Background: an optimization exercise with open tools, aiming at small area, a short achievable clock period and few clock cycles per item. Do not read the settings as production practice. Only simulation tests tie the RTL to the original design; equivalence was not proved. No activity file was given, so power comes from the tool's default toggle rates.

## flow/standard.sh

```bash
#!/bin/bash
# synth_recipe.tcl (not shown) runs the flow's synth.tcl, then flattens the netlist and writes it again
# the make line also repeats each setting of config.mk as NAME=value (left out here)
make -C /OpenROAD-flow-scripts/flow DESIGN_CONFIG=/design/flow/config.mk WORK_HOME=/design/flow/orfs CLKGATE_MAP_FILE= SYNTH_SCRIPT=/design/flow/synth_recipe.tcl "${@:-finish}"
```

## flow/config.mk

```make
export PLATFORM = sky130hd
export DESIGN_NAME = ex_stage
export DESIGN_NICKNAME = ex_stage
export VERILOG_FILES = /design/flow/design.v
export SDC_FILE = /design/flow/constraint.sdc
export NUM_CORES = 4
export LEC_CHECK = 0
export ABC_AREA = 1
export CAP_MARGIN = 20
export CORE_MARGIN = 2
export CORE_UTILIZATION = 35
export SLEW_MARGIN = 30
```

## flow/flow/run.sh

```bash
#!/bin/bash
# Standard synthesis, then the standard layout with timing repair aimed
# below the clock period (setup margin in flow/margin.txt), so the achieved
# period shrinks. Ports are buffered with buf_1 rather than the delay cell
# buffer_ports picks by default.
set -euo pipefail
MARGIN=$(cat flow/margin.txt)
bash standard.sh synth > synth.log 2>&1
bash standard.sh SETUP_SLACK_MARGIN=$MARGIN "BUFFER_PORTS_ARGS=-buffer_cell sky130_fd_sc_hd__buf_1" finish > layout.log 2>&1
```

## flow/design.v

```verilog
module ex_stage (
    input  logic        clk,
    input  logic        rst,
    input  logic        id_ex_valid,
    input  logic [31:0] id_ex_pc,
    input  logic [31:0] id_ex_rs1_data,
    input  logic [31:0] id_ex_rs2_data,
    input  logic [31:0] id_ex_imm,
    input  logic        id_ex_alu_src,
    input  logic [3:0]  id_ex_alu_op,
    input  logic        id_ex_branch,
    input  logic [2:0]  id_ex_funct3,
    input  logic [4:0]  id_ex_rd,
    input  logic        id_ex_reg_write,
    input  logic        id_ex_mem_read,
    input  logic        id_ex_mem_write,
    input  logic        id_ex_mem_to_reg,
    input  logic [1:0]  forwardA,
    input  logic [1:0]  forwardB,
    input  logic [31:0] mem_wb_fwd_data,
    input  logic        mem_stall,
    input  logic        flush,
    output logic        ex_busy,
    output logic        ex_mem_valid,
    output logic        ex_mem_reg_write,
    output logic        ex_mem_mem_read,
    output logic        ex_mem_mem_write,
    output logic        ex_mem_mem_to_reg,
    output logic [31:0] ex_mem_alu_result,
    output logic [31:0] ex_mem_store_data,
    output logic [4:0]  ex_mem_rd,
    output logic        ex_mem_branch_taken,
    output logic [31:0] ex_mem_branch_target
);
    logic [31:0] opa, fwdb, opb;
    always_comb begin
        case (forwardA)
            2'b01:   opa = ex_mem_alu_result;
            2'b10:   opa = mem_wb_fwd_data;
            default: opa = id_ex_rs1_data;
        endcase
        case (forwardB)
            2'b01:   fwdb = ex_mem_alu_result;
            2'b10:   fwdb = mem_wb_fwd_data;
            default: fwdb = id_ex_rs2_data;
        endcase
        opb = id_ex_alu_src ? id_ex_imm : fwdb;
    end
    logic        is_sub;
    logic [32:0] sum;
    logic        ltu, lts;
    logic        is_shift, sh_right;
    logic [31:0] opa_rev, ain;
    logic [7:0]  shdec;
    logic [31:0] alu_res;
    assign is_sub = (id_ex_alu_op != 4'd0);
    assign sum    = {1'b0, opa} + {1'b0, is_sub ? ~opb : opb} + {32'd0, is_sub};
    assign ltu    = ~sum[32];
    assign lts    = (opa[31] ^ opb[31]) ? opa[31] : sum[31];
    assign is_shift = ~id_ex_alu_op[3] & id_ex_alu_op[2] & (id_ex_alu_op[1] | id_ex_alu_op[0]);
    assign sh_right = is_shift & id_ex_alu_op[1];
    always_comb begin
        for (int i = 0; i < 32; i++) opa_rev[i] = opa[31-i];
        for (int i = 0; i < 8; i++) shdec[i] = (opb[2:0] == 3'(i));
    end
    assign ain = (~id_ex_alu_op[3] & id_ex_alu_op[1]) ? opa_rev : opa;
    always_comb begin
        case (id_ex_alu_op)
            4'd0, 4'd1: alu_res = sum[31:0];
            4'd2:       alu_res = opa & opb;
            4'd3:       alu_res = opa | opb;
            4'd4:       alu_res = opa ^ opb;
            4'd8:       alu_res = {31'd0, lts};
            4'd9:       alu_res = {31'd0, ltu};
            default:    alu_res = opb;    
        endcase
    end
    logic [3:0]  sel_q;           
    logic         cl_q;            
    logic [31:0]  hh;              
    logic [7:0]  bsl;
    logic [39:0] xs, xc;          
    logic [8:0]  lowsum;
    logic         is_mul;
    logic [31:0]  mq_q;
    logic [31:0] pp0;
    logic [31:0] pp1;
    logic [31:0] pp2;
    logic [31:0] pp3;
    logic [31:0] pp4;
    logic [31:0] pp5;
    logic [31:0] pp6;
    logic [31:0] pp7;
    logic fs0, fc0;
    logic fs1, fc1;
    logic fs2, fc2;
    logic fs3, fc3;
    logic fs4, fc4;
    logic fs5, fc5;
    logic fs6, fc6;
    logic fs7, fc7;
    logic fs8, fc8;
    logic fs9, fc9;
    logic fs10, fc10;
    logic fs11, fc11;
    logic fs12, fc12;
    logic fs13, fc13;
    logic fs14, fc14;
    logic fs15, fc15;
    logic fs16, fc16;
    logic fs17, fc17;
    logic fs18, fc18;
    logic fs19, fc19;
    logic fs20, fc20;
    logic fs21, fc21;
    logic fs22, fc22;
    logic fs23, fc23;
    logic fs24, fc24;
    logic fs25, fc25;
    logic fs26, fc26;
    logic fs27, fc27;
    logic fs28, fc28;
    logic fs29, fc29;
    logic fs30, fc30;
    logic fs31, fc31;
    logic fs32, fc32;
    logic fs33, fc33;
    logic fs34, fc34;
    logic fs35, fc35;
    logic fs36, fc36;
    logic fs37, fc37;
    logic fs38, fc38;
    logic fs39, fc39;
    logic fs40, fc40;
    logic fs41, fc41;
    logic fs42, fc42;
    logic fs43, fc43;
    logic fs44, fc44;
    logic fs45, fc45;
    logic fs46, fc46;
    logic fs47, fc47;
    logic fs48, fc48;
    logic fs49, fc49;
    logic fs50, fc50;
    logic fs51, fc51;
    logic fs52, fc52;
    logic fs53, fc53;
    logic fs54, fc54;
    logic fs55, fc55;
    logic fs56, fc56;
    logic fs57, fc57;
    logic fs58, fc58;
    logic fs59, fc59;
    logic fs60, fc60;
    logic fs61, fc61;
    logic fs62, fc62;
    logic fs63, fc63;
    logic fs64, fc64;
    logic fs65, fc65;
    logic fs66, fc66;
    logic fs67, fc67;
    logic fs68, fc68;
    logic fs69, fc69;
    logic fs70, fc70;
    logic fs71, fc71;
    logic fs72, fc72;
    logic fs73, fc73;
    logic fs74, fc74;
    logic fs75, fc75;
    logic fs76, fc76;
    logic fs77, fc77;
    logic fs78, fc78;
    logic fs79, fc79;
    logic fs80, fc80;
    logic fs81, fc81;
    logic fs82, fc82;
    logic fs83, fc83;
    logic fs84, fc84;
    logic fs85, fc85;
    logic fs86, fc86;
    logic fs87, fc87;
    logic fs88, fc88;
    logic fs89, fc89;
    logic fs90, fc90;
    logic fs91, fc91;
    logic fs92, fc92;
    logic fs93, fc93;
    logic fs94, fc94;
    logic fs95, fc95;
    logic fs96, fc96;
    logic fs97, fc97;
    logic fs98, fc98;
    logic fs99, fc99;
    logic fs100, fc100;
    logic fs101, fc101;
    logic fs102, fc102;
    logic fs103, fc103;
    logic fs104, fc104;
    logic fs105, fc105;
    logic fs106, fc106;
    logic fs107, fc107;
    logic fs108, fc108;
    logic fs109, fc109;
    logic fs110, fc110;
    logic fs111, fc111;
    logic fs112, fc112;
    logic fs113, fc113;
    logic fs114, fc114;
    logic fs115, fc115;
    logic fs116, fc116;
    logic fs117, fc117;
    logic fs118, fc118;
    logic fs119, fc119;
    logic fs120, fc120;
    logic fs121, fc121;
    logic fs122, fc122;
    logic fs123, fc123;
    logic fs124, fc124;
    logic fs125, fc125;
    logic fs126, fc126;
    logic fs127, fc127;
    logic fs128, fc128;
    logic fs129, fc129;
    logic fs130, fc130;
    logic fs131, fc131;
    logic fs132, fc132;
    logic fs133, fc133;
    logic fs134, fc134;
    logic fs135, fc135;
    logic fs136, fc136;
    logic fs137, fc137;
    logic fs138, fc138;
    logic fs139, fc139;
    logic fs140, fc140;
    logic fs141, fc141;
    logic fs142, fc142;
    logic fs143, fc143;
    logic fs144, fc144;
    logic fs145, fc145;
    logic fs146, fc146;
    logic fs147, fc147;
    logic fs148, fc148;
    logic fs149, fc149;
    logic fs150, fc150;
    logic fs151, fc151;
    logic fs152, fc152;
    logic fs153, fc153;
    logic fs154, fc154;
    logic fs155, fc155;
    logic fs156, fc156;
    logic fs157, fc157;
    logic fs158, fc158;
    logic fs159, fc159;
    logic fs160, fc160;
    logic fs161, fc161;
    logic fs162, fc162;
    logic fs163, fc163;
    logic fs164, fc164;
    logic fs165, fc165;
    logic fs166, fc166;
    logic fs167, fc167;
    logic fs168, fc168;
    logic fs169, fc169;
    logic fs170, fc170;
    logic fs171, fc171;
    logic fs172, fc172;
    logic fs173, fc173;
    logic fs174, fc174;
    logic fs175, fc175;
    logic fs176, fc176;
    logic fs177, fc177;
    logic fs178, fc178;
    logic fs179, fc179;
    logic fs180, fc180;
    logic fs181, fc181;
    logic fs182, fc182;
    logic fs183, fc183;
    logic fs184, fc184;
    logic fs185, fc185;
    logic fs186, fc186;
    logic fs187, fc187;
    logic fs188, fc188;
    logic fs189, fc189;
    logic fs190, fc190;
    logic fs191, fc191;
    logic fs192, fc192;
    logic fs193, fc193;
    logic fs194, fc194;
    logic fs195, fc195;
    logic fs196, fc196;
    logic fs197, fc197;
    logic fs198, fc198;
    logic fs199, fc199;
    logic fs200, fc200;
    logic fs201, fc201;
    logic fs202, fc202;
    logic fs203, fc203;
    logic fs204, fc204;
    logic fs205, fc205;
    logic fs206, fc206;
    logic fs207, fc207;
    logic fs208, fc208;
    logic fs209, fc209;
    logic hs0, hc0;
    logic hs1, hc1;
    logic hs2, hc2;
    logic hs3, hc3;
    logic hs4, hc4;
    logic hs5, hc5;
    logic hs6, hc6;
    assign is_mul = id_ex_alu_op[3] & id_ex_alu_op[1];    
    assign bsl    = ~id_ex_alu_op[3] ? shdec : (sel_q[0] ? opb[7:0] : mq_q[7:0]);
    assign hh     = {32{~sel_q[0]}} & (target_q + store_q + {31'd0, cl_q});
    assign pp0 = ain & {32{bsl[0]}};
    assign pp1 = ain & {32{bsl[1]}};
    assign pp2 = ain & {32{bsl[2]}};
    assign pp3 = ain & {32{bsl[3]}};
    assign pp4 = ain & {32{bsl[4]}};
    assign pp5 = ain & {32{bsl[5]}};
    assign pp6 = ain & {32{bsl[6]}};
    assign pp7 = ain & {32{bsl[7]}};
    assign hs0  = hh[5] ^ pp0[5];
    assign hc0 = hh[5] & pp0[5];
    assign fs0  = hh[6] ^ pp0[6] ^ pp1[5];
    assign fc0 = (hh[6] & pp0[6]) | (hh[6] & pp1[5]) | (pp0[6] & pp1[5]);
    assign hs1  = pp2[4] ^ pp3[3];
    assign hc1 = pp2[4] & pp3[3];
    assign fs1  = hh[7] ^ pp0[7] ^ pp1[6];
    assign fc1 = (hh[7] & pp0[7]) | (hh[7] & pp1[6]) | (pp0[7] & pp1[6]);
    assign fs2  = pp2[5] ^ pp3[4] ^ pp4[3];
    assign fc2 = (pp2[5] & pp3[4]) | (pp2[5] & pp4[3]) | (pp3[4] & pp4[3]);
    assign hs2  = pp5[2] ^ pp6[1];
    assign hc2 = pp5[2] & pp6[1];
    assign fs3  = hh[8] ^ pp0[8] ^ pp1[7];
    assign fc3 = (hh[8] & pp0[8]) | (hh[8] & pp1[7]) | (pp0[8] & pp1[7]);
    assign fs4  = pp2[6] ^ pp3[5] ^ pp4[4];
    assign fc4 = (pp2[6] & pp3[5]) | (pp2[6] & pp4[4]) | (pp3[5] & pp4[4]);
    assign fs5  = pp5[3] ^ pp6[2] ^ pp7[1];
    assign fc5 = (pp5[3] & pp6[2]) | (pp5[3] & pp7[1]) | (pp6[2] & pp7[1]);
    assign fs6  = hh[9] ^ pp0[9] ^ pp1[8];
    assign fc6 = (hh[9] & pp0[9]) | (hh[9] & pp1[8]) | (pp0[9] & pp1[8]);
    assign fs7  = pp2[7] ^ pp3[6] ^ pp4[5];
    assign fc7 = (pp2[7] & pp3[6]) | (pp2[7] & pp4[5]) | (pp3[6] & pp4[5]);
    assign fs8  = pp5[4] ^ pp6[3] ^ pp7[2];
    assign fc8 = (pp5[4] & pp6[3]) | (pp5[4] & pp7[2]) | (pp6[3] & pp7[2]);
    assign fs9  = hh[10] ^ pp0[10] ^ pp1[9];
    assign fc9 = (hh[10] & pp0[10]) | (hh[10] & pp1[9]) | (pp0[10] & pp1[9]);
    assign fs10  = pp2[8] ^ pp3[7] ^ pp4[6];
    assign fc10 = (pp2[8] & pp3[7]) | (pp2[8] & pp4[6]) | (pp3[7] & pp4[6]);
    assign fs11  = pp5[5] ^ pp6[4] ^ pp7[3];
    assign fc11 = (pp5[5] & pp6[4]) | (pp5[5] & pp7[3]) | (pp6[4] & pp7[3]);
    assign fs12  = hh[11] ^ pp0[11] ^ pp1[10];
    assign fc12 = (hh[11] & pp0[11]) | (hh[11] & pp1[10]) | (pp0[11] & pp1[10]);
    assign fs13  = pp2[9] ^ pp3[8] ^ pp4[7];
    assign fc13 = (pp2[9] & pp3[8]) | (pp2[9] & pp4[7]) | (pp3[8] & pp4[7]);
    assign fs14  = pp5[6] ^ pp6[5] ^ pp7[4];
    assign fc14 = (pp5[6] & pp6[5]) | (pp5[6] & pp7[4]) | (pp6[5] & pp7[4]);
    assign fs15  = hh[12] ^ pp0[12] ^ pp1[11];
    assign fc15 = (hh[12] & pp0[12]) | (hh[12] & pp1[11]) | (pp0[12] & pp1[11]);
    assign fs16  = pp2[10] ^ pp3[9] ^ pp4[8];
    assign fc16 = (pp2[10] & pp3[9]) | (pp2[10] & pp4[8]) | (pp3[9] & pp4[8]);
    assign fs17  = pp5[7] ^ pp6[6] ^ pp7[5];
    assign fc17 = (pp5[7] & pp6[6]) | (pp5[7] & pp7[5]) | (pp6[6] & pp7[5]);
    assign fs18  = hh[13] ^ pp0[13] ^ pp1[12];
    assign fc18 = (hh[13] & pp0[13]) | (hh[13] & pp1[12]) | (pp0[13] & pp1[12]);
    assign fs19  = pp2[11] ^ pp3[10] ^ pp4[9];
    assign fc19 = (pp2[11] & pp3[10]) | (pp2[11] & pp4[9]) | (pp3[10] & pp4[9]);
    assign fs20  = pp5[8] ^ pp6[7] ^ pp7[6];
    assign fc20 = (pp5[8] & pp6[7]) | (pp5[8] & pp7[6]) | (pp6[7] & pp7[6]);
    assign fs21  = hh[14] ^ pp0[14] ^ pp1[13];
    assign fc21 = (hh[14] & pp0[14]) | (hh[14] & pp1[13]) | (pp0[14] & pp1[13]);
    assign fs22  = pp2[12] ^ pp3[11] ^ pp4[10];
    assign fc22 = (pp2[12] & pp3[11]) | (pp2[12] & pp4[10]) | (pp3[11] & pp4[10]);
    assign fs23  = pp5[9] ^ pp6[8] ^ pp7[7];
    assign fc23 = (pp5[9] & pp6[8]) | (pp5[9] & pp7[7]) | (pp6[8] & pp7[7]);
    assign fs24  = hh[15] ^ pp0[15] ^ pp1[14];
    assign fc24 = (hh[15] & pp0[15]) | (hh[15] & pp1[14]) | (pp0[15] & pp1[14]);
    assign fs25  = pp2[13] ^ pp3[12] ^ pp4[11];
    assign fc25 = (pp2[13] & pp3[12]) | (pp2[13] & pp4[11]) | (pp3[12] & pp4[11]);
    assign fs26  = pp5[10] ^ pp6[9] ^ pp7[8];
    assign fc26 = (pp5[10] & pp6[9]) | (pp5[10] & pp7[8]) | (pp6[9] & pp7[8]);
    assign fs27  = hh[16] ^ pp0[16] ^ pp1[15];
    assign fc27 = (hh[16] & pp0[16]) | (hh[16] & pp1[15]) | (pp0[16] & pp1[15]);
    assign fs28  = pp2[14] ^ pp3[13] ^ pp4[12];
    assign fc28 = (pp2[14] & pp3[13]) | (pp2[14] & pp4[12]) | (pp3[13] & pp4[12]);
    assign fs29  = pp5[11] ^ pp6[10] ^ pp7[9];
    assign fc29 = (pp5[11] & pp6[10]) | (pp5[11] & pp7[9]) | (pp6[10] & pp7[9]);
    assign fs30  = hh[17] ^ pp0[17] ^ pp1[16];
    assign fc30 = (hh[17] & pp0[17]) | (hh[17] & pp1[16]) | (pp0[17] & pp1[16]);
    assign fs31  = pp2[15] ^ pp3[14] ^ pp4[13];
    assign fc31 = (pp2[15] & pp3[14]) | (pp2[15] & pp4[13]) | (pp3[14] & pp4[13]);
    assign fs32  = pp5[12] ^ pp6[11] ^ pp7[10];
    assign fc32 = (pp5[12] & pp6[11]) | (pp5[12] & pp7[10]) | (pp6[11] & pp7[10]);
    assign fs33  = hh[18] ^ pp0[18] ^ pp1[17];
    assign fc33 = (hh[18] & pp0[18]) | (hh[18] & pp1[17]) | (pp0[18] & pp1[17]);
    assign fs34  = pp2[16] ^ pp3[15] ^ pp4[14];
    assign fc34 = (pp2[16] & pp3[15]) | (pp2[16] & pp4[14]) | (pp3[15] & pp4[14]);
    assign fs35  = pp5[13] ^ pp6[12] ^ pp7[11];
    assign fc35 = (pp5[13] & pp6[12]) | (pp5[13] & pp7[11]) | (pp6[12] & pp7[11]);
    assign fs36  = hh[19] ^ pp0[19] ^ pp1[18];
    assign fc36 = (hh[19] & pp0[19]) | (hh[19] & pp1[18]) | (pp0[19] & pp1[18]);
    assign fs37  = pp2[17] ^ pp3[16] ^ pp4[15];
    assign fc37 = (pp2[17] & pp3[16]) | (pp2[17] & pp4[15]) | (pp3[16] & pp4[15]);
    assign fs38  = pp5[14] ^ pp6[13] ^ pp7[12];
    assign fc38 = (pp5[14] & pp6[13]) | (pp5[14] & pp7[12]) | (pp6[13] & pp7[12]);
    assign fs39  = hh[20] ^ pp0[20] ^ pp1[19];
    assign fc39 = (hh[20] & pp0[20]) | (hh[20] & pp1[19]) | (pp0[20] & pp1[19]);
    assign fs40  = pp2[18] ^ pp3[17] ^ pp4[16];
    assign fc40 = (pp2[18] & pp3[17]) | (pp2[18] & pp4[16]) | (pp3[17] & pp4[16]);
    assign fs41  = pp5[15] ^ pp6[14] ^ pp7[13];
    assign fc41 = (pp5[15] & pp6[14]) | (pp5[15] & pp7[13]) | (pp6[14] & pp7[13]);
    assign fs42  = hh[21] ^ pp0[21] ^ pp1[20];
    assign fc42 = (hh[21] & pp0[21]) | (hh[21] & pp1[20]) | (pp0[21] & pp1[20]);
    assign fs43  = pp2[19] ^ pp3[18] ^ pp4[17];
    assign fc43 = (pp2[19] & pp3[18]) | (pp2[19] & pp4[17]) | (pp3[18] & pp4[17]);
    assign fs44  = pp5[16] ^ pp6[15] ^ pp7[14];
    assign fc44 = (pp5[16] & pp6[15]) | (pp5[16] & pp7[14]) | (pp6[15] & pp7[14]);
    assign fs45  = hh[22] ^ pp0[22] ^ pp1[21];
    assign fc45 = (hh[22] & pp0[22]) | (hh[22] & pp1[21]) | (pp0[22] & pp1[21]);
    assign fs46  = pp2[20] ^ pp3[19] ^ pp4[18];
    assign fc46 = (pp2[20] & pp3[19]) | (pp2[20] & pp4[18]) | (pp3[19] & pp4[18]);
    assign fs47  = pp5[17] ^ pp6[16] ^ pp7[15];
    assign fc47 = (pp5[17] & pp6[16]) | (pp5[17] & pp7[15]) | (pp6[16] & pp7[15]);
    assign fs48  = hh[23] ^ pp0[23] ^ pp1[22];
    assign fc48 = (hh[23] & pp0[23]) | (hh[23] & pp1[22]) | (pp0[23] & pp1[22]);
    assign fs49  = pp2[21] ^ pp3[20] ^ pp4[19];
    assign fc49 = (pp2[21] & pp3[20]) | (pp2[21] & pp4[19]) | (pp3[20] & pp4[19]);
    assign fs50  = pp5[18] ^ pp6[17] ^ pp7[16];
    assign fc50 = (pp5[18] & pp6[17]) | (pp5[18] & pp7[16]) | (pp6[17] & pp7[16]);
    assign fs51  = hh[24] ^ pp0[24] ^ pp1[23];
    assign fc51 = (hh[24] & pp0[24]) | (hh[24] & pp1[23]) | (pp0[24] & pp1[23]);
    assign fs52  = pp2[22] ^ pp3[21] ^ pp4[20];
    assign fc52 = (pp2[22] & pp3[21]) | (pp2[22] & pp4[20]) | (pp3[21] & pp4[20]);
    assign fs53  = pp5[19] ^ pp6[18] ^ pp7[17];
    assign fc53 = (pp5[19] & pp6[18]) | (pp5[19] & pp7[17]) | (pp6[18] & pp7[17]);
    assign fs54  = hh[25] ^ pp0[25] ^ pp1[24];
    assign fc54 = (hh[25] & pp0[25]) | (hh[25] & pp1[24]) | (pp0[25] & pp1[24]);
    assign fs55  = pp2[23] ^ pp3[22] ^ pp4[21];
    assign fc55 = (pp2[23] & pp3[22]) | (pp2[23] & pp4[21]) | (pp3[22] & pp4[21]);
    assign fs56  = pp5[20] ^ pp6[19] ^ pp7[18];
    assign fc56 = (pp5[20] & pp6[19]) | (pp5[20] & pp7[18]) | (pp6[19] & pp7[18]);
    assign fs57  = hh[26] ^ pp0[26] ^ pp1[25];
    assign fc57 = (hh[26] & pp0[26]) | (hh[26] & pp1[25]) | (pp0[26] & pp1[25]);
    assign fs58  = pp2[24] ^ pp3[23] ^ pp4[22];
    assign fc58 = (pp2[24] & pp3[23]) | (pp2[24] & pp4[22]) | (pp3[23] & pp4[22]);
    assign fs59  = pp5[21] ^ pp6[20] ^ pp7[19];
    assign fc59 = (pp5[21] & pp6[20]) | (pp5[21] & pp7[19]) | (pp6[20] & pp7[19]);
    assign fs60  = hh[27] ^ pp0[27] ^ pp1[26];
    assign fc60 = (hh[27] & pp0[27]) | (hh[27] & pp1[26]) | (pp0[27] & pp1[26]);
    assign fs61  = pp2[25] ^ pp3[24] ^ pp4[23];
    assign fc61 = (pp2[25] & pp3[24]) | (pp2[25] & pp4[23]) | (pp3[24] & pp4[23]);
    assign fs62  = pp5[22] ^ pp6[21] ^ pp7[20];
    assign fc62 = (pp5[22] & pp6[21]) | (pp5[22] & pp7[20]) | (pp6[21] & pp7[20]);
    assign fs63  = hh[28] ^ pp0[28] ^ pp1[27];
    assign fc63 = (hh[28] & pp0[28]) | (hh[28] & pp1[27]) | (pp0[28] & pp1[27]);
    assign fs64  = pp2[26] ^ pp3[25] ^ pp4[24];
    assign fc64 = (pp2[26] & pp3[25]) | (pp2[26] & pp4[24]) | (pp3[25] & pp4[24]);
    assign fs65  = pp5[23] ^ pp6[22] ^ pp7[21];
    assign fc65 = (pp5[23] & pp6[22]) | (pp5[23] & pp7[21]) | (pp6[22] & pp7[21]);
    assign fs66  = hh[29] ^ pp0[29] ^ pp1[28];
    assign fc66 = (hh[29] & pp0[29]) | (hh[29] & pp1[28]) | (pp0[29] & pp1[28]);
    assign fs67  = pp2[27] ^ pp3[26] ^ pp4[25];
    assign fc67 = (pp2[27] & pp3[26]) | (pp2[27] & pp4[25]) | (pp3[26] & pp4[25]);
    assign fs68  = pp5[24] ^ pp6[23] ^ pp7[22];
    assign fc68 = (pp5[24] & pp6[23]) | (pp5[24] & pp7[22]) | (pp6[23] & pp7[22]);
    assign fs69  = hh[30] ^ pp0[30] ^ pp1[29];
    assign fc69 = (hh[30] & pp0[30]) | (hh[30] & pp1[29]) | (pp0[30] & pp1[29]);
    assign fs70  = pp2[28] ^ pp3[27] ^ pp4[26];
    assign fc70 = (pp2[28] & pp3[27]) | (pp2[28] & pp4[26]) | (pp3[27] & pp4[26]);
    assign fs71  = pp5[25] ^ pp6[24] ^ pp7[23];
    assign fc71 = (pp5[25] & pp6[24]) | (pp5[25] & pp7[23]) | (pp6[24] & pp7[23]);
    assign fs72  = hh[31] ^ pp0[31] ^ pp1[30];
    assign fc72 = (hh[31] & pp0[31]) | (hh[31] & pp1[30]) | (pp0[31] & pp1[30]);
    assign fs73  = pp2[29] ^ pp3[28] ^ pp4[27];
    assign fc73 = (pp2[29] & pp3[28]) | (pp2[29] & pp4[27]) | (pp3[28] & pp4[27]);
    assign fs74  = pp5[26] ^ pp6[25] ^ pp7[24];
    assign fc74 = (pp5[26] & pp6[25]) | (pp5[26] & pp7[24]) | (pp6[25] & pp7[24]);
    assign fs75  = pp1[31] ^ pp2[30] ^ pp3[29];
    assign fc75 = (pp1[31] & pp2[30]) | (pp1[31] & pp3[29]) | (pp2[30] & pp3[29]);
    assign fs76  = pp4[28] ^ pp5[27] ^ pp6[26];
    assign fc76 = (pp4[28] & pp5[27]) | (pp4[28] & pp6[26]) | (pp5[27] & pp6[26]);
    assign fs77  = pp2[31] ^ pp3[30] ^ pp4[29];
    assign fc77 = (pp2[31] & pp3[30]) | (pp2[31] & pp4[29]) | (pp3[30] & pp4[29]);
    assign hs3  = hh[3] ^ pp0[3];
    assign hc3 = hh[3] & pp0[3];
    assign fs78  = hh[4] ^ pp0[4] ^ pp1[3];
    assign fc78 = (hh[4] & pp0[4]) | (hh[4] & pp1[3]) | (pp0[4] & pp1[3]);
    assign hs4  = pp2[2] ^ pp3[1];
    assign hc4 = pp2[2] & pp3[1];
    assign fs79  = pp1[4] ^ pp2[3] ^ pp3[2];
    assign fc79 = (pp1[4] & pp2[3]) | (pp1[4] & pp3[2]) | (pp2[3] & pp3[2]);
    assign fs80  = pp4[1] ^ pp5[0] ^ hs0;
    assign fc80 = (pp4[1] & pp5[0]) | (pp4[1] & hs0) | (pp5[0] & hs0);
    assign fs81  = pp4[2] ^ pp5[1] ^ pp6[0];
    assign fc81 = (pp4[2] & pp5[1]) | (pp4[2] & pp6[0]) | (pp5[1] & pp6[0]);
    assign fs82  = hc0 ^ fs0 ^ hs1;
    assign fc82 = (hc0 & fs0) | (hc0 & hs1) | (fs0 & hs1);
    assign fs83  = pp7[0] ^ fc0 ^ hc1;
    assign fc83 = (pp7[0] & fc0) | (pp7[0] & hc1) | (fc0 & hc1);
    assign fs84  = fs1 ^ fs2 ^ hs2;
    assign fc84 = (fs1 & fs2) | (fs1 & hs2) | (fs2 & hs2);
    assign fs85  = fc1 ^ fc2 ^ hc2;
    assign fc85 = (fc1 & fc2) | (fc1 & hc2) | (fc2 & hc2);
    assign fs86  = fs3 ^ fs4 ^ fs5;
    assign fc86 = (fs3 & fs4) | (fs3 & fs5) | (fs4 & fs5);
    assign fs87  = fc3 ^ fc4 ^ fc5;
    assign fc87 = (fc3 & fc4) | (fc3 & fc5) | (fc4 & fc5);
    assign fs88  = fs6 ^ fs7 ^ fs8;
    assign fc88 = (fs6 & fs7) | (fs6 & fs8) | (fs7 & fs8);
    assign fs89  = fc6 ^ fc7 ^ fc8;
    assign fc89 = (fc6 & fc7) | (fc6 & fc8) | (fc7 & fc8);
    assign fs90  = fs9 ^ fs10 ^ fs11;
    assign fc90 = (fs9 & fs10) | (fs9 & fs11) | (fs10 & fs11);
    assign fs91  = fc9 ^ fc10 ^ fc11;
    assign fc91 = (fc9 & fc10) | (fc9 & fc11) | (fc10 & fc11);
    assign fs92  = fs12 ^ fs13 ^ fs14;
    assign fc92 = (fs12 & fs13) | (fs12 & fs14) | (fs13 & fs14);
    assign fs93  = fc12 ^ fc13 ^ fc14;
    assign fc93 = (fc12 & fc13) | (fc12 & fc14) | (fc13 & fc14);
    assign fs94  = fs15 ^ fs16 ^ fs17;
    assign fc94 = (fs15 & fs16) | (fs15 & fs17) | (fs16 & fs17);
    assign fs95  = fc15 ^ fc16 ^ fc17;
    assign fc95 = (fc15 & fc16) | (fc15 & fc17) | (fc16 & fc17);
    assign fs96  = fs18 ^ fs19 ^ fs20;
    assign fc96 = (fs18 & fs19) | (fs18 & fs20) | (fs19 & fs20);
    assign fs97  = fc18 ^ fc19 ^ fc20;
    assign fc97 = (fc18 & fc19) | (fc18 & fc20) | (fc19 & fc20);
    assign fs98  = fs21 ^ fs22 ^ fs23;
    assign fc98 = (fs21 & fs22) | (fs21 & fs23) | (fs22 & fs23);
    assign fs99  = fc21 ^ fc22 ^ fc23;
    assign fc99 = (fc21 & fc22) | (fc21 & fc23) | (fc22 & fc23);
    assign fs100  = fs24 ^ fs25 ^ fs26;
    assign fc100 = (fs24 & fs25) | (fs24 & fs26) | (fs25 & fs26);
    assign fs101  = fc24 ^ fc25 ^ fc26;
    assign fc101 = (fc24 & fc25) | (fc24 & fc26) | (fc25 & fc26);
    assign fs102  = fs27 ^ fs28 ^ fs29;
    assign fc102 = (fs27 & fs28) | (fs27 & fs29) | (fs28 & fs29);
    assign fs103  = fc27 ^ fc28 ^ fc29;
    assign fc103 = (fc27 & fc28) | (fc27 & fc29) | (fc28 & fc29);
    assign fs104  = fs30 ^ fs31 ^ fs32;
    assign fc104 = (fs30 & fs31) | (fs30 & fs32) | (fs31 & fs32);
    assign fs105  = fc30 ^ fc31 ^ fc32;
    assign fc105 = (fc30 & fc31) | (fc30 & fc32) | (fc31 & fc32);
    assign fs106  = fs33 ^ fs34 ^ fs35;
    assign fc106 = (fs33 & fs34) | (fs33 & fs35) | (fs34 & fs35);
    assign fs107  = fc33 ^ fc34 ^ fc35;
    assign fc107 = (fc33 & fc34) | (fc33 & fc35) | (fc34 & fc35);
    assign fs108  = fs36 ^ fs37 ^ fs38;
    assign fc108 = (fs36 & fs37) | (fs36 & fs38) | (fs37 & fs38);
    assign fs109  = fc36 ^ fc37 ^ fc38;
    assign fc109 = (fc36 & fc37) | (fc36 & fc38) | (fc37 & fc38);
    assign fs110  = fs39 ^ fs40 ^ fs41;
    assign fc110 = (fs39 & fs40) | (fs39 & fs41) | (fs40 & fs41);
    assign fs111  = fc39 ^ fc40 ^ fc41;
    assign fc111 = (fc39 & fc40) | (fc39 & fc41) | (fc40 & fc41);
    assign fs112  = fs42 ^ fs43 ^ fs44;
    assign fc112 = (fs42 & fs43) | (fs42 & fs44) | (fs43 & fs44);
    assign fs113  = fc42 ^ fc43 ^ fc44;
    assign fc113 = (fc42 & fc43) | (fc42 & fc44) | (fc43 & fc44);
    assign fs114  = fs45 ^ fs46 ^ fs47;
    assign fc114 = (fs45 & fs46) | (fs45 & fs47) | (fs46 & fs47);
    assign fs115  = fc45 ^ fc46 ^ fc47;
    assign fc115 = (fc45 & fc46) | (fc45 & fc47) | (fc46 & fc47);
    assign fs116  = fs48 ^ fs49 ^ fs50;
    assign fc116 = (fs48 & fs49) | (fs48 & fs50) | (fs49 & fs50);
    assign fs117  = fc48 ^ fc49 ^ fc50;
    assign fc117 = (fc48 & fc49) | (fc48 & fc50) | (fc49 & fc50);
    assign fs118  = fs51 ^ fs52 ^ fs53;
    assign fc118 = (fs51 & fs52) | (fs51 & fs53) | (fs52 & fs53);
    assign fs119  = fc51 ^ fc52 ^ fc53;
    assign fc119 = (fc51 & fc52) | (fc51 & fc53) | (fc52 & fc53);
    assign fs120  = fs54 ^ fs55 ^ fs56;
    assign fc120 = (fs54 & fs55) | (fs54 & fs56) | (fs55 & fs56);
    assign fs121  = fc54 ^ fc55 ^ fc56;
    assign fc121 = (fc54 & fc55) | (fc54 & fc56) | (fc55 & fc56);
    assign fs122  = fs57 ^ fs58 ^ fs59;
    assign fc122 = (fs57 & fs58) | (fs57 & fs59) | (fs58 & fs59);
    assign fs123  = fc57 ^ fc58 ^ fc59;
    assign fc123 = (fc57 & fc58) | (fc57 & fc59) | (fc58 & fc59);
    assign fs124  = fs60 ^ fs61 ^ fs62;
    assign fc124 = (fs60 & fs61) | (fs60 & fs62) | (fs61 & fs62);
    assign fs125  = fc60 ^ fc61 ^ fc62;
    assign fc125 = (fc60 & fc61) | (fc60 & fc62) | (fc61 & fc62);
    assign fs126  = fs63 ^ fs64 ^ fs65;
    assign fc126 = (fs63 & fs64) | (fs63 & fs65) | (fs64 & fs65);
    assign fs127  = fc63 ^ fc64 ^ fc65;
    assign fc127 = (fc63 & fc64) | (fc63 & fc65) | (fc64 & fc65);
    assign fs128  = fs66 ^ fs67 ^ fs68;
    assign fc128 = (fs66 & fs67) | (fs66 & fs68) | (fs67 & fs68);
    assign fs129  = fc66 ^ fc67 ^ fc68;
    assign fc129 = (fc66 & fc67) | (fc66 & fc68) | (fc67 & fc68);
    assign fs130  = fs69 ^ fs70 ^ fs71;
    assign fc130 = (fs69 & fs70) | (fs69 & fs71) | (fs70 & fs71);
    assign fs131  = fc69 ^ fc70 ^ fc71;
    assign fc131 = (fc69 & fc70) | (fc69 & fc71) | (fc70 & fc71);
    assign fs132  = fs72 ^ fs73 ^ fs74;
    assign fc132 = (fs72 & fs73) | (fs72 & fs74) | (fs73 & fs74);
    assign fs133  = pp7[25] ^ fc72 ^ fc73;
    assign fc133 = (pp7[25] & fc72) | (pp7[25] & fc73) | (fc72 & fc73);
    assign fs134  = fc74 ^ fs75 ^ fs76;
    assign fc134 = (fc74 & fs75) | (fc74 & fs76) | (fs75 & fs76);
    assign fs135  = pp5[28] ^ pp6[27] ^ pp7[26];
    assign fc135 = (pp5[28] & pp6[27]) | (pp5[28] & pp7[26]) | (pp6[27] & pp7[26]);
    assign fs136  = fc75 ^ fc76 ^ fs77;
    assign fc136 = (fc75 & fc76) | (fc75 & fs77) | (fc76 & fs77);
    assign fs137  = pp3[31] ^ pp4[30] ^ pp5[29];
    assign fc137 = (pp3[31] & pp4[30]) | (pp3[31] & pp5[29]) | (pp4[30] & pp5[29]);
    assign fs138  = pp6[28] ^ pp7[27] ^ fc77;
    assign fc138 = (pp6[28] & pp7[27]) | (pp6[28] & fc77) | (pp7[27] & fc77);
    assign fs139  = pp4[31] ^ pp5[30] ^ pp6[29];
    assign fc139 = (pp4[31] & pp5[30]) | (pp4[31] & pp6[29]) | (pp5[30] & pp6[29]);
    assign hs5  = hh[2] ^ pp0[2];
    assign hc5 = hh[2] & pp0[2];
    assign fs140  = pp1[2] ^ pp2[1] ^ pp3[0];
    assign fc140 = (pp1[2] & pp2[1]) | (pp1[2] & pp3[0]) | (pp2[1] & pp3[0]);
    assign fs141  = pp4[0] ^ hc3 ^ fs78;
    assign fc141 = (pp4[0] & hc3) | (pp4[0] & fs78) | (hc3 & fs78);
    assign fs142  = fc78 ^ hc4 ^ fs79;
    assign fc142 = (fc78 & hc4) | (fc78 & fs79) | (hc4 & fs79);
    assign fs143  = fc79 ^ fc80 ^ fs81;
    assign fc143 = (fc79 & fc80) | (fc79 & fs81) | (fc80 & fs81);
    assign fs144  = fc81 ^ fc82 ^ fs83;
    assign fc144 = (fc81 & fc82) | (fc81 & fs83) | (fc82 & fs83);
    assign fs145  = fc83 ^ fc84 ^ fs85;
    assign fc145 = (fc83 & fc84) | (fc83 & fs85) | (fc84 & fs85);
    assign fs146  = fc85 ^ fc86 ^ fs87;
    assign fc146 = (fc85 & fc86) | (fc85 & fs87) | (fc86 & fs87);
    assign fs147  = fc87 ^ fc88 ^ fs89;
    assign fc147 = (fc87 & fc88) | (fc87 & fs89) | (fc88 & fs89);
    assign fs148  = fc89 ^ fc90 ^ fs91;
    assign fc148 = (fc89 & fc90) | (fc89 & fs91) | (fc90 & fs91);
    assign fs149  = fc91 ^ fc92 ^ fs93;
    assign fc149 = (fc91 & fc92) | (fc91 & fs93) | (fc92 & fs93);
    assign fs150  = fc93 ^ fc94 ^ fs95;
    assign fc150 = (fc93 & fc94) | (fc93 & fs95) | (fc94 & fs95);
    assign fs151  = fc95 ^ fc96 ^ fs97;
    assign fc151 = (fc95 & fc96) | (fc95 & fs97) | (fc96 & fs97);
    assign fs152  = fc97 ^ fc98 ^ fs99;
    assign fc152 = (fc97 & fc98) | (fc97 & fs99) | (fc98 & fs99);
    assign fs153  = fc99 ^ fc100 ^ fs101;
    assign fc153 = (fc99 & fc100) | (fc99 & fs101) | (fc100 & fs101);
    assign fs154  = fc101 ^ fc102 ^ fs103;
    assign fc154 = (fc101 & fc102) | (fc101 & fs103) | (fc102 & fs103);
    assign fs155  = fc103 ^ fc104 ^ fs105;
    assign fc155 = (fc103 & fc104) | (fc103 & fs105) | (fc104 & fs105);
    assign fs156  = fc105 ^ fc106 ^ fs107;
    assign fc156 = (fc105 & fc106) | (fc105 & fs107) | (fc106 & fs107);
    assign fs157  = fc107 ^ fc108 ^ fs109;
    assign fc157 = (fc107 & fc108) | (fc107 & fs109) | (fc108 & fs109);
    assign fs158  = fc109 ^ fc110 ^ fs111;
    assign fc158 = (fc109 & fc110) | (fc109 & fs111) | (fc110 & fs111);
    assign fs159  = fc111 ^ fc112 ^ fs113;
    assign fc159 = (fc111 & fc112) | (fc111 & fs113) | (fc112 & fs113);
    assign fs160  = fc113 ^ fc114 ^ fs115;
    assign fc160 = (fc113 & fc114) | (fc113 & fs115) | (fc114 & fs115);
    assign fs161  = fc115 ^ fc116 ^ fs117;
    assign fc161 = (fc115 & fc116) | (fc115 & fs117) | (fc116 & fs117);
    assign fs162  = fc117 ^ fc118 ^ fs119;
    assign fc162 = (fc117 & fc118) | (fc117 & fs119) | (fc118 & fs119);
    assign fs163  = fc119 ^ fc120 ^ fs121;
    assign fc163 = (fc119 & fc120) | (fc119 & fs121) | (fc120 & fs121);
    assign fs164  = fc121 ^ fc122 ^ fs123;
    assign fc164 = (fc121 & fc122) | (fc121 & fs123) | (fc122 & fs123);
    assign fs165  = fc123 ^ fc124 ^ fs125;
    assign fc165 = (fc123 & fc124) | (fc123 & fs125) | (fc124 & fs125);
    assign fs166  = fc125 ^ fc126 ^ fs127;
    assign fc166 = (fc125 & fc126) | (fc125 & fs127) | (fc126 & fs127);
    assign fs167  = fc127 ^ fc128 ^ fs129;
    assign fc167 = (fc127 & fc128) | (fc127 & fs129) | (fc128 & fs129);
    assign fs168  = fc129 ^ fc130 ^ fs131;
    assign fc168 = (fc129 & fc130) | (fc129 & fs131) | (fc130 & fs131);
    assign fs169  = fc131 ^ fc132 ^ fs133;
    assign fc169 = (fc131 & fc132) | (fc131 & fs133) | (fc132 & fs133);
    assign fs170  = fc133 ^ fc134 ^ fs135;
    assign fc170 = (fc133 & fc134) | (fc133 & fs135) | (fc134 & fs135);
    assign fs171  = fc135 ^ fc136 ^ fs137;
    assign fc171 = (fc135 & fc136) | (fc135 & fs137) | (fc136 & fs137);
    assign fs172  = pp7[28] ^ fc137 ^ fc138;
    assign fc172 = (pp7[28] & fc137) | (pp7[28] & fc138) | (fc137 & fc138);
    assign fs173  = pp5[31] ^ pp6[30] ^ pp7[29];
    assign fc173 = (pp5[31] & pp6[30]) | (pp5[31] & pp7[29]) | (pp6[30] & pp7[29]);
    assign hs6  = hh[1] ^ pp0[1];
    assign hc6 = hh[1] & pp0[1];
    assign fs174  = pp1[1] ^ pp2[0] ^ hs5;
    assign fc174 = (pp1[1] & pp2[0]) | (pp1[1] & hs5) | (pp2[0] & hs5);
    assign fs175  = hs3 ^ hc5 ^ fs140;
    assign fc175 = (hs3 & hc5) | (hs3 & fs140) | (hc5 & fs140);
    assign fs176  = hs4 ^ fc140 ^ fs141;
    assign fc176 = (hs4 & fc140) | (hs4 & fs141) | (fc140 & fs141);
    assign fs177  = fs80 ^ fc141 ^ fs142;
    assign fc177 = (fs80 & fc141) | (fs80 & fs142) | (fc141 & fs142);
    assign fs178  = fs82 ^ fc142 ^ fs143;
    assign fc178 = (fs82 & fc142) | (fs82 & fs143) | (fc142 & fs143);
    assign fs179  = fs84 ^ fc143 ^ fs144;
    assign fc179 = (fs84 & fc143) | (fs84 & fs144) | (fc143 & fs144);
    assign fs180  = fs86 ^ fc144 ^ fs145;
    assign fc180 = (fs86 & fc144) | (fs86 & fs145) | (fc144 & fs145);
    assign fs181  = fs88 ^ fc145 ^ fs146;
    assign fc181 = (fs88 & fc145) | (fs88 & fs146) | (fc145 & fs146);
    assign fs182  = fs90 ^ fc146 ^ fs147;
    assign fc182 = (fs90 & fc146) | (fs90 & fs147) | (fc146 & fs147);
    assign fs183  = fs92 ^ fc147 ^ fs148;
    assign fc183 = (fs92 & fc147) | (fs92 & fs148) | (fc147 & fs148);
    assign fs184  = fs94 ^ fc148 ^ fs149;
    assign fc184 = (fs94 & fc148) | (fs94 & fs149) | (fc148 & fs149);
    assign fs185  = fs96 ^ fc149 ^ fs150;
    assign fc185 = (fs96 & fc149) | (fs96 & fs150) | (fc149 & fs150);
    assign fs186  = fs98 ^ fc150 ^ fs151;
    assign fc186 = (fs98 & fc150) | (fs98 & fs151) | (fc150 & fs151);
    assign fs187  = fs100 ^ fc151 ^ fs152;
    assign fc187 = (fs100 & fc151) | (fs100 & fs152) | (fc151 & fs152);
    assign fs188  = fs102 ^ fc152 ^ fs153;
    assign fc188 = (fs102 & fc152) | (fs102 & fs153) | (fc152 & fs153);
    assign fs189  = fs104 ^ fc153 ^ fs154;
    assign fc189 = (fs104 & fc153) | (fs104 & fs154) | (fc153 & fs154);
    assign fs190  = fs106 ^ fc154 ^ fs155;
    assign fc190 = (fs106 & fc154) | (fs106 & fs155) | (fc154 & fs155);
    assign fs191  = fs108 ^ fc155 ^ fs156;
    assign fc191 = (fs108 & fc155) | (fs108 & fs156) | (fc155 & fs156);
    assign fs192  = fs110 ^ fc156 ^ fs157;
    assign fc192 = (fs110 & fc156) | (fs110 & fs157) | (fc156 & fs157);
    assign fs193  = fs112 ^ fc157 ^ fs158;
    assign fc193 = (fs112 & fc157) | (fs112 & fs158) | (fc157 & fs158);
    assign fs194  = fs114 ^ fc158 ^ fs159;
    assign fc194 = (fs114 & fc158) | (fs114 & fs159) | (fc158 & fs159);
    assign fs195  = fs116 ^ fc159 ^ fs160;
    assign fc195 = (fs116 & fc159) | (fs116 & fs160) | (fc159 & fs160);
    assign fs196  = fs118 ^ fc160 ^ fs161;
    assign fc196 = (fs118 & fc160) | (fs118 & fs161) | (fc160 & fs161);
    assign fs197  = fs120 ^ fc161 ^ fs162;
    assign fc197 = (fs120 & fc161) | (fs120 & fs162) | (fc161 & fs162);
    assign fs198  = fs122 ^ fc162 ^ fs163;
    assign fc198 = (fs122 & fc162) | (fs122 & fs163) | (fc162 & fs163);
    assign fs199  = fs124 ^ fc163 ^ fs164;
    assign fc199 = (fs124 & fc163) | (fs124 & fs164) | (fc163 & fs164);
    assign fs200  = fs126 ^ fc164 ^ fs165;
    assign fc200 = (fs126 & fc164) | (fs126 & fs165) | (fc164 & fs165);
    assign fs201  = fs128 ^ fc165 ^ fs166;
    assign fc201 = (fs128 & fc165) | (fs128 & fs166) | (fc165 & fs166);
    assign fs202  = fs130 ^ fc166 ^ fs167;
    assign fc202 = (fs130 & fc166) | (fs130 & fs167) | (fc166 & fs167);
    assign fs203  = fs132 ^ fc167 ^ fs168;
    assign fc203 = (fs132 & fc167) | (fs132 & fs168) | (fc167 & fs168);
    assign fs204  = fs134 ^ fc168 ^ fs169;
    assign fc204 = (fs134 & fc168) | (fs134 & fs169) | (fc168 & fs169);
    assign fs205  = fs136 ^ fc169 ^ fs170;
    assign fc205 = (fs136 & fc169) | (fs136 & fs170) | (fc169 & fs170);
    assign fs206  = fs138 ^ fc170 ^ fs171;
    assign fc206 = (fs138 & fc170) | (fs138 & fs171) | (fc170 & fs171);
    assign fs207  = fs139 ^ fc171 ^ fs172;
    assign fc207 = (fs139 & fc171) | (fs139 & fs172) | (fc171 & fs172);
    assign fs208  = fc139 ^ fc172 ^ fs173;
    assign fc208 = (fc139 & fc172) | (fc139 & fs173) | (fc172 & fs173);
    assign fs209  = pp6[31] ^ pp7[30] ^ fc173;
    assign fc209 = (pp6[31] & pp7[30]) | (pp6[31] & fc173) | (pp7[30] & fc173);
    assign xs[0] = hh[0];
    assign xc[0] = pp0[0];
    assign xs[1] = pp1[0];
    assign xc[1] = hs6;
    assign xs[2] = hc6;
    assign xc[2] = fs174;
    assign xs[3] = fc174;
    assign xc[3] = fs175;
    assign xs[4] = fc175;
    assign xc[4] = fs176;
    assign xs[5] = fc176;
    assign xc[5] = fs177;
    assign xs[6] = fc177;
    assign xc[6] = fs178;
    assign xs[7] = fc178;
    assign xc[7] = fs179;
    assign xs[8] = fc179;
    assign xc[8] = fs180;
    assign xs[9] = fc180;
    assign xc[9] = fs181;
    assign xs[10] = fc181;
    assign xc[10] = fs182;
    assign xs[11] = fc182;
    assign xc[11] = fs183;
    assign xs[12] = fc183;
    assign xc[12] = fs184;
    assign xs[13] = fc184;
    assign xc[13] = fs185;
    assign xs[14] = fc185;
    assign xc[14] = fs186;
    assign xs[15] = fc186;
    assign xc[15] = fs187;
    assign xs[16] = fc187;
    assign xc[16] = fs188;
    assign xs[17] = fc188;
    assign xc[17] = fs189;
    assign xs[18] = fc189;
    assign xc[18] = fs190;
    assign xs[19] = fc190;
    assign xc[19] = fs191;
    assign xs[20] = fc191;
    assign xc[20] = fs192;
    assign xs[21] = fc192;
    assign xc[21] = fs193;
    assign xs[22] = fc193;
    assign xc[22] = fs194;
    assign xs[23] = fc194;
    assign xc[23] = fs195;
    assign xs[24] = fc195;
    assign xc[24] = fs196;
    assign xs[25] = fc196;
    assign xc[25] = fs197;
    assign xs[26] = fc197;
    assign xc[26] = fs198;
    assign xs[27] = fc198;
    assign xc[27] = fs199;
    assign xs[28] = fc199;
    assign xc[28] = fs200;
    assign xs[29] = fc200;
    assign xc[29] = fs201;
    assign xs[30] = fc201;
    assign xc[30] = fs202;
    assign xs[31] = fc202;
    assign xc[31] = fs203;
    assign xs[32] = fc203;
    assign xc[32] = fs204;
    assign xs[33] = fc204;
    assign xc[33] = fs205;
    assign xs[34] = fc205;
    assign xc[34] = fs206;
    assign xs[35] = fc206;
    assign xc[35] = fs207;
    assign xs[36] = fc207;
    assign xc[36] = fs208;
    assign xs[37] = fc208;
    assign xc[37] = fs209;
    assign xs[38] = pp7[31];
    assign xc[38] = fc209;
    assign xs[39] = 1'b0;
    assign xc[39] = 1'b0;
    assign lowsum = {1'b0, xs[7:0]} + {1'b0, xc[7:0]};
    logic br_eq, br_ltu, br_lts, br_cond;
    assign br_eq  = (opa == fwdb);
    assign br_ltu = (opa < fwdb);
    assign br_lts = (opa[31] ^ fwdb[31]) ? opa[31] : br_ltu;
    always_comb begin
        case (id_ex_funct3[2:1])
            2'b00:   br_cond = br_eq;
            2'b10:   br_cond = br_lts;
            default: br_cond = br_ltu;
        endcase
        br_cond = br_cond ^ id_ex_funct3[0];
    end
    logic accept, mul_step, last;
    assign last     = sel_q[3];
    assign ex_busy  = is_mul & ~last;
    assign accept   = id_ex_valid & ~ex_busy & ~mem_stall & ~flush;
    assign mul_step = id_ex_valid & is_mul & ~last & ~flush & ~mem_stall;
    always_ff @(posedge clk) begin
        if (rst || flush || !id_ex_valid || accept) begin
            sel_q <= 4'(1);
        end else if (mul_step) begin
            sel_q <= sel_q << 1;
        end
    end
    always_ff @(posedge clk) begin
        if (mul_step) begin
            mq_q <= {lowsum[7:0], (sel_q[0] ? opb[31:8] : mq_q[31:8])};
            cl_q <= lowsum[8];
        end
    end
    logic        valid_q, rw_q, mr_q, mw_q, m2r_q, taken_q;
    logic [31:0] res_s_q, res_c_q, store_q, target_q;
    logic        res_ci_q;
    logic [4:0]  rd_q;
    logic [4:0]  sh_amt_q;            
    logic        sh_rev_q, sh_fill_q;
    logic [31:0] res_sum, res_shl, res_fill, res_out;
    logic [31:0] res_s_d, res_c_d;
    logic        res_ci_d;
    logic m_lo, m_hi;
    assign m_lo = is_mul & ~id_ex_alu_op[0];
    assign m_hi = is_mul & id_ex_alu_op[0];
    assign res_s_d  = ({32{m_lo}} & {xs[7:0], mq_q[31:8]}) | ({32{m_hi}} & xs[39:8]) |
                      ({32{is_shift}} & xs[31:0]) |
                      ({32{~is_mul & ~is_shift}} & alu_res);
    assign res_c_d  = ({32{m_lo}} & {xc[7:0], 24'd0}) | ({32{m_hi}} & xc[39:8]) |
                      ({32{is_shift}} & xc[31:0]);
    assign res_ci_d = m_hi & lowsum[8];
    always_ff @(posedge clk) begin
        if (rst || flush) begin
            valid_q <= 1'b0;
            rw_q    <= 1'b0;
            mr_q    <= 1'b0;
            mw_q    <= 1'b0;
            m2r_q   <= 1'b0;
            taken_q <= 1'b0;
        end else if (!mem_stall) begin
            valid_q <= accept;
            rw_q    <= accept & id_ex_reg_write;
            mr_q    <= accept & id_ex_mem_read;
            mw_q    <= accept & id_ex_mem_write;
            m2r_q   <= accept & id_ex_mem_to_reg;
            taken_q <= accept & id_ex_branch & br_cond;
        end
    end
    always_ff @(posedge clk) begin
        if (accept) begin
            res_s_q   <= res_s_d;
            res_c_q   <= res_c_d;
            res_ci_q  <= res_ci_d;
            store_q   <= fwdb;
            sh_amt_q  <= {5{is_shift}} & opb[4:0];
            sh_rev_q  <= sh_right;
            sh_fill_q <= sh_right & id_ex_alu_op[0] & opa[31];
            rd_q      <= id_ex_rd;
            target_q  <= id_ex_pc + id_ex_imm;
        end else if (mul_step) begin
            store_q   <= xc[39:8];
            target_q  <= xs[39:8];
        end
    end
    assign ex_mem_valid         = valid_q;
    assign ex_mem_reg_write     = rw_q;
    assign ex_mem_mem_read      = mr_q;
    assign ex_mem_mem_write     = mw_q;
    assign ex_mem_mem_to_reg    = m2r_q;
    assign res_sum  = res_s_q + res_c_q + {31'd0, res_ci_q};
    assign res_shl  = res_sum << {sh_amt_q[4:3], 3'd0};
    always_comb begin
        for (int i = 0; i < 32; i++) res_fill[i] = sh_fill_q & (5'(i) < sh_amt_q);
    end
    always_comb begin
        for (int i = 0; i < 32; i++) res_out[i] = sh_rev_q ? (res_shl[31-i] | res_fill[31-i])
                                                             : res_shl[i];
    end
    assign ex_mem_alu_result    = res_out;
    assign ex_mem_store_data    = store_q;
    assign ex_mem_rd            = rd_q;
    assign ex_mem_branch_taken  = taken_q;
    assign ex_mem_branch_target = target_q;
endmodule
```

## flow/flow/margin.txt

```
10.2
```

## flow/constraint.sdc

```tcl
create_clock -name core_clock -period 18.0 [get_ports {clk}]
set_input_delay 3.6000 -clock core_clock [delete_from_list [all_inputs] [get_ports {clk}]]
set_output_delay 3.6000 -clock core_clock [all_outputs]
set_load 0.01 [all_outputs]
```

==> results of run 1 <==
-- through the flow --
step                      hold WS (ns)  area [µm²]  setup slack (ns)
after floorplan                  0.422       27100             10.21
after global placement           0.433       29400              7.71
after detailed placement         0.435       29400              7.84
after CTS                        0.469       31300             10.16
after global routing             0.490       32400             10.11
final                            0.466       32400             10.15
-- final timing paths --
path / startpoint / end / slack [ns] / cells after the start
worst max register to register: res_ci_q / res_s_q[30] / 10.68 / 31
worst min-delay path: sel_q[2] / sel_q[3] / 0.47 / 2
worst max-delay path: forwardB[1] / res_s_q[12] / 10.15 / 24
worst min register to register: sel_q[2] / sel_q[3] / 0.47 / 2
-- cell usage after synthesis (all sizes together) (2+ instances only) --
cell type    n  area, µm²
clkbuf     103        387
o21bai       6       48.8
a32o         4       40.0
a221o       11        110
ha         237       2970
a21o        12       90.1
nor2       288       1110
nand3b       8       60.1
a21oi      300       1520
a31oi       15       93.8
o2111ai     14        123
o21ai      349       1810
nor3        26        130
fa         217       4340
o221a        2       22.5
xnor2       26        228
a211oi      15        113
a22o         4       35.0
edfxtp     174       5230
mux2i        2       20.0
o22ai       34        213
buf         28        150
nor4         4       25.0
nand3      159        801
o31ai        8       73.8
inv        561       2110
a21boi      12       93.8
nand4       12       75.1
dfxtp       10        200
o221ai      12        105
o211ai      19        143
xor2        63        552
o21a        16        120
nand2      816       3090
clkinv       6       22.5
or2         50        313
a221oi      31        272
a32oi        3       26.3
a22oi       10       75.1
-- area by class of cell --
| class | instances | area [µm²] |
|---|---|---|
| fillers | 7812 | 43800 |
| inverters | 567 | 2230 |
| repair inverters | 3 | 47.5 |
| diodes | 2 | 5.00 |
| repair buffers | 457 | 2700 |
| flip-flops and latches | 184 | 5430 |
| multi-input cells | 2798 | 20100 |
| clock buffers | 17 | 425 |
| well taps | 1030 | 1290 |
| clock inverters | 15 | 151 |
-- flip-flops by register name (all words and copies together), names as in the netlist, 4 cells and up --
signal,flops
target_q,32
store_q,32
sh_amt_q,5
rd_q,5
mq_q,32
res_s_q,32
sel_q,4
res_c_q,32
-- layer usage --
metal,global-route usage,share of wire
met4,0.187,0.066
met5,0,0.000087
met3,0.0771,0.12
met1,0.445,0.39
met2,0.507,0.43
-- critical path: stages --
cell and delay (ns):
clkbuf_2 0.12, inv_2 0.07, ha_4 0.16, inv_2 0.06
buf_12 0.15, o21ai_4 0.34, nand2_4 0.12, nand2_4 0.10
nand2_8 0.10, inv_8 0.09, nand2_2 0.09, o21ai_2 0.15
nand2_2 0.09, buf_12 0.16, inv_12 0.10, nand2_1 0.09
fa_2 0.59, inv_1 0.05, fa_1 0.41, fa_1 0.51
fa_2 0.44, buf_4 0.16, nand2_1 0.16, nand4_1 0.11
-- power by group through the flow --
| stage | registers [mW] | logic, mW | clock network [mW] |
|---|---|---|---|
| 5_1_grt | 0.600 | 2.48 | 0.412 |
| 3_5_place_dp | 0.606 | 1.99 | 0 |
| 6_report | 0.597 | 2.35 | 0.399 |
| 4_1_cts | 0.597 | 2.14 | 0.397 |
| 3_3_place_gp | 0.606 | 1.98 | 0 |
| 2_1_floorplan | 0.602 | 1.18 | 0 |
-- cells by family after synthesis --
logic type	Yosys count	synth area share
AND/OR/NAND/NOR	1365	0.208
XOR/XNOR	89	0.0289
flip-flops	184	0.201
buffers and inverters	698	0.0988
adder cells (fa/ha/maj)	454	0.271
AO/OA/AOI/OAI	884	0.192
multiplexers	2	0.000741
-- repair_timing --
| action | 4_1_cts | 5_1_grt |
|---|---|---|
| gates resized for setup | 237 | 197 |
| setup buffers | 54 | 43 |
| cloned | 6 | 6 |
| setup endpoints to repair | 136 | 125 |
| pin swaps | 42 | 70 |
==> results.json, run 1 <==
{
  "post_drt_wl_per_cell_um": 27.1,
  "cts_hold_repair.buffers": 0,
  "core_um2": 76200,
  "rsz0062_at_grt": "true",
  "wl_mm": 138,
  "clock_path_buffers": 2,
  "mostFrequentLayoutCell": "nand2_1",
  "worstSetupPathType": "in2reg",
  "start_kind": "input pin",
  "finalCritPeriodShare": 0.436,
  "antenna_found_initial": 4,
  "vias_per_cell": 5.81,
  "syn_to_final_growth_pct": 20.0,
  "initialDrtViolationCount": 3890,
  "worstMarginPinSlew_ns": 0.996,
  "dp_hpwl_mm": 109,
  "gp_congestion": 1.05,
  "nets": 4669,
  "chipWidth_um": 282,
  "syn_inst": 3676,
  "pwr-share-seq": 0.179,
  "ys_seq_area_frac": 0.201,
  "synth_cell_types": 66,
  "stdcell_count": 5073,
  "hp-class": "reg2reg",
  "synth-seq-cells": 184,
  "clockPowerShare": 0.119,
  "tns_ns": 0,
  "p_leak_nw": 14.4,
  "clkSinkCount": 184,
  "num_rows": 101,
  "clock.fmax_mhz": 127,
  "synth_edf_count": 174,
  "placed_cells": 4929,
  "maxSlewViolCount": 0,
  "grt_first_pass_wirelength_mm": 190,
  "grt_start_max_net_pins": 99,
  "internal_power_mw": 1.55,
  "yosysWarnings": 1,
  "clk_latency_ns": 0.50,
  "io_buffer_count": 294,
  "clkSlewWorstSetupHoldPaths_ns": 0.09,
  "power.switching_mw": 1.79,
  "grt.total_usage": 0.336,
  "worstPathRequired_ns": 18.23,
  "period_needed_ns": 7.85,
  "dr.pass1.iters": 9,
  "drc": 0,
  "syn_avg_cell_area_um2": 7.35,
  "setup_viol": 0,
  "max-vdd-ir-drop_uv": 65.9,
  "final_core_util": 0.425,
  "p_per_area_nw_per_um2": 103,
  "cts.htree.levels": 4,
  "cap_violations": 0,
  "cts_buffers": 17,
  "hold_violations": 0,
  "p_comb_frac": 0.702,
  "start_util": 0.354,
  "grt_pass1_vias": 27200,
  "worstPathArrival_ns": 8.07,
  "gr-total-overflow": 0,
  "synth_area_um2": 27000,
  "ys_async_sr_fraction": 0,
  "cts_root_buffer": "clkbuf_16",
  "cp-end-kind": "flop",
  "num_io_pins": 295,
  "die_area_um2": 79400,
  "syn-num-nets": 4317,
  "drive_above_1_share": 0.144,
  "critical_path.max_fanout": 21,
  "die_h_um": 282,
  "skew_ns": 0.0149,
  "synth_ff_type": "edfxtp_1",
  "switching_share": 0.537,
  "relSlewSlack": 0.335,
  "final_cell_mix": "771 x nand2_1, 499 x inv_1, 288 x buf_1, 286 x a21oi_1, 250 x o21ai_0",
  "status": "timing/DRC/antenna clean",
  "vias": 29500,
  "power_mw": 3.34,
  "cts_tree": "done",
  "ant_nets": 0
}
Testbench counts, summed over its fixed seeds: cycles 25,557, instructions 16,000.
==> run 2: changes to the inputs <==
==> flow/flow/margin.txt (replaced) <==
10.0
==> run 2 against run 1 <==
Still clean on timing, DRC and antenna. Clock-buffer cell count increased by 1. Die area unchanged. Sequential power about the same. Clock skew decreased by 0.0038 ns. Worst hold slack got worse by 0.0030 ns. Area after synthesis unchanged. Non-clock buffer count decreased by 11.
==> results.json, run 2 <==
{
  "status": "timing/DRC/antenna clean",
  "die_area_um2": 79400,
  "p_comb_frac": 0.696,
  "cts_tree": "done",
  "synth_common_cells": "808 x nand2_1, 554 x inv_1, 318 x o21ai_0, 295 x a21oi_1, 278 x nor2_1",
  "place_ws_ns": 7.96,
  "gp_congestion": 1.06,
  "p_leak_nw": 14.3,
  "power.switching_mw": 1.75,
  "syn_to_final_growth_pct": 18.4,
  "mostFrequentLayoutCell": "nand2_1",
  "final_cell_mix": "774 x nand2_1, 518 x inv_1, 289 x buf_1, 288 x a21oi_1, 269 x o21ai_0",
  "num_io_pins": 295,
  "layout_setup_ws_ns": 10.04,
  "clock_path_buffers": 2,
  "switching_share": 0.537,
  "grt_pass1_vias": 27200,
  "nets": 4656,
  "cp-end-kind": "flop",
  "finalCritPeriodShare": 0.442,
  "p_per_area_nw_per_um2": 102,
  "synth-seq-cells": 184,
  "syn-num-nets": 4317,
  "ys_async_sr_fraction": 0,
  "cap_violations": 0,
  "dr.pass1.iters": 7,
  "synth_top_area_share": 0.194,
  "synth_ff_type": "edfxtp_1",
  "synth_top_area_cell": "edfxtp_1",
  "internal_power_mw": 1.51,
  "multiInputGateArea_um2": 19800,
  "cp_slowest_cell": "fa_2",
  "worstSetupPathType": "in2reg",
  "worstPathRequired_ns": 18.24,
  "drive_above_1_share": 0.120,
  "drc": 0,
  "max-vdd-ir-drop_uv": 80.4,
  "initialDrtViolationCount": 3972,
  "dp_hpwl_mm": 110,
  "relSlewSlack": 0.263,
  "hold_violations": 0,
  "clockPowerShare": 0.120,
  "hp-class": "reg2reg",
  "period_needed_ns": 7.96,
  "syn_inst": 3676,
  "max_stage_delay_ns": 0.57,
  "grt_first_pass_wirelength_mm": 191,
  "clkSinkCount": 184,
  "cts_buffers": 17,
  "wl_mm": 137,
  "cts.htree.levels": 4,
  "synth_edf_count": 174,
  "syn_avg_cell_area_um2": 7.35,
  "tns_ns": 0,
  "critPathTopFamily": "adder cells",
  "regArea_um2": 5430,
  "yosysWarnings": 1,
  "num_rows": 101,
  "clk_latency_ns": 0.50,
  "skew_ns": 0.0111,
  "post_drt_wl_per_cell_um": 27.1,
  "ys_seq_area_frac": 0.201,
  "grt.total_usage": 0.338,
  "fill_cells": 7974,
  "setup_viol": 0,
  "clkSlewWorstSetupHoldPaths_ns": 0.08,
  "vias": 29200,
  "pwr-share-seq": 0.183,
  "clock.fmax_mhz": 126,
  "worstPathArrival_ns": 8.19,
  "start_util": 0.354,
  "core_um2": 76200,
  "yosysMostFrequentCell": "nand2_1",
  "worstMarginPinSlew_ns": 1.11,
  "path_buf_inv": 10,
  "chipWidth_um": 282,
  "grt_start_max_net_pins": 100,
  "gr-total-overflow": 0,
  "maxSlewViolCount": 0,
  "start_kind": "input pin",
  "synth_area_um2": 27000,
  "vias_per_cell": 5.77,
  "ant_nets": 0,
  "io_buffer_count": 294,
  "synth_cell_types": 66,
  "rsz0062_at_grt": "false",
  "cts_root_buffer": "clkbuf_16",
  "critical_path.max_fanout": 14,
  "synthTopCellsByArea": "edfxtp_1 19%, fa_1 16%, nand2_1 11%",
  "die_h_um": 282,
  "antenna_found_initial": 4
}
-- run 2: cell counts after synthesis --
No cell type changed its count.
-- run 2: final timing paths --
kind,startpoint,endpoint,slack (ns),cells after the start
max,forwardB[0],res_s_q[13],10.04,26
min,sel_q[2],sel_q[3],0.46,2
max reg2reg,res_s_q[0],res_ci_q,10.48,34
min reg2reg,sel_q[2],sel_q[3],0.46,2
-- run 2: per-layer routing --
layer	track usage	wire length, µm
met1	0.455	53500
met2	0.517	58800
met3	0.0770	17100
met4	0.152	7900
met5	0	27
-- run 2: stage by stage --
stage	power, mW	cells	area, µm²	hold slack, ns	utilization
5_1_grt	3.41	5057	32000	0.489	0.420
6_report	3.26	5059	32000	0.463	0.420
3_5_place_dp	2.60	4939	29500	0.434	0.387
4_1_cts	3.11	5022	31200	0.465	0.410
3_3_place_gp	2.59	4937	29400	0.433	0.386
2_1_floorplan	1.78	3676	27000	0.422	-
-- run 2: what timing repair did --
item,4_1_cts,5_1_grt
cloned,8,3
setup endpoints to repair,132,122
resized for setup,206,117
setup buffers,44,31
pin swaps,32,47
hold buffers,0,0
-- run 2: kinds of logic after synthesis --
logic type	count (synthesis)	share of synthesized area
xor+xnor	89	0.0289
buf+inv	698	0.0988
flops	184	0.201
simple gates	1365	0.208
fa+ha+maj	454	0.271
compound gates	884	0.192
mux	2	0.000741
-- run 2: power by group through the flow --
| stage | Combinational, mW | Clock [mW] | Sequential (mW) |
|---|---|---|---|
| 5_1_grt | 2.41 | 0.403 | 0.601 |
| 3_3_place_gp | 1.98 | 0 | 0.608 |
| 2_1_floorplan | 1.17 | 0 | 0.602 |
| 6_report | 2.27 | 0.392 | 0.598 |
| 4_1_cts | 2.12 | 0.388 | 0.598 |
| 3_5_place_dp | 1.99 | 0 | 0.607 |
-- run 2: tightest hold or removal path, cell delays in order, from the launching register on --
cell	delay [ns]
dfxtp_1	0.31
nand2_1	0.06
a21oi_1	0.05
-- run 2: cell type report --
cell class                 count  area share
tap                         1030      0.0403
clock buffer                  18      0.0134
multi-input combinational   2795       0.619
antenna                        2    0.000157
clock inverter                13     0.00430
inverter                     567      0.0697
sequential                   184       0.170
timing repair buffer         446      0.0817
timing repair inverter         4     0.00149

## afterwards: timing with drivers on the ports
No port has a modelled driver above. Below, the same layouts with a new extraction and two added sets of constraints. Step 1 assumes that a clkbuf_16 drives the clock port and a buf_2 every other input. Step 2 times the ports against the registers' clock, not the clock port: input delays grow and output delays shrink by t, the midpoint of the rising clock arrivals with the driver on. a / b / c = ideal / step 1 / step 2; a / b = the first two.
run	t, ns	setup slack, ns	worst register clock-pin slew, ns	pins driven straight from the clock port
run 1	0.560	10.153 / 10.194 / 9.634	0.09 / 0.09	1
run 2	0.550	10.043 / 10.061 / 9.528	0.08 / 0.08	1
After both steps setup and hold are still met in every run listed. The setup slack of run 1, which loses most, moves by +0.041 ns with the drivers and by -0.519 ns with both steps.
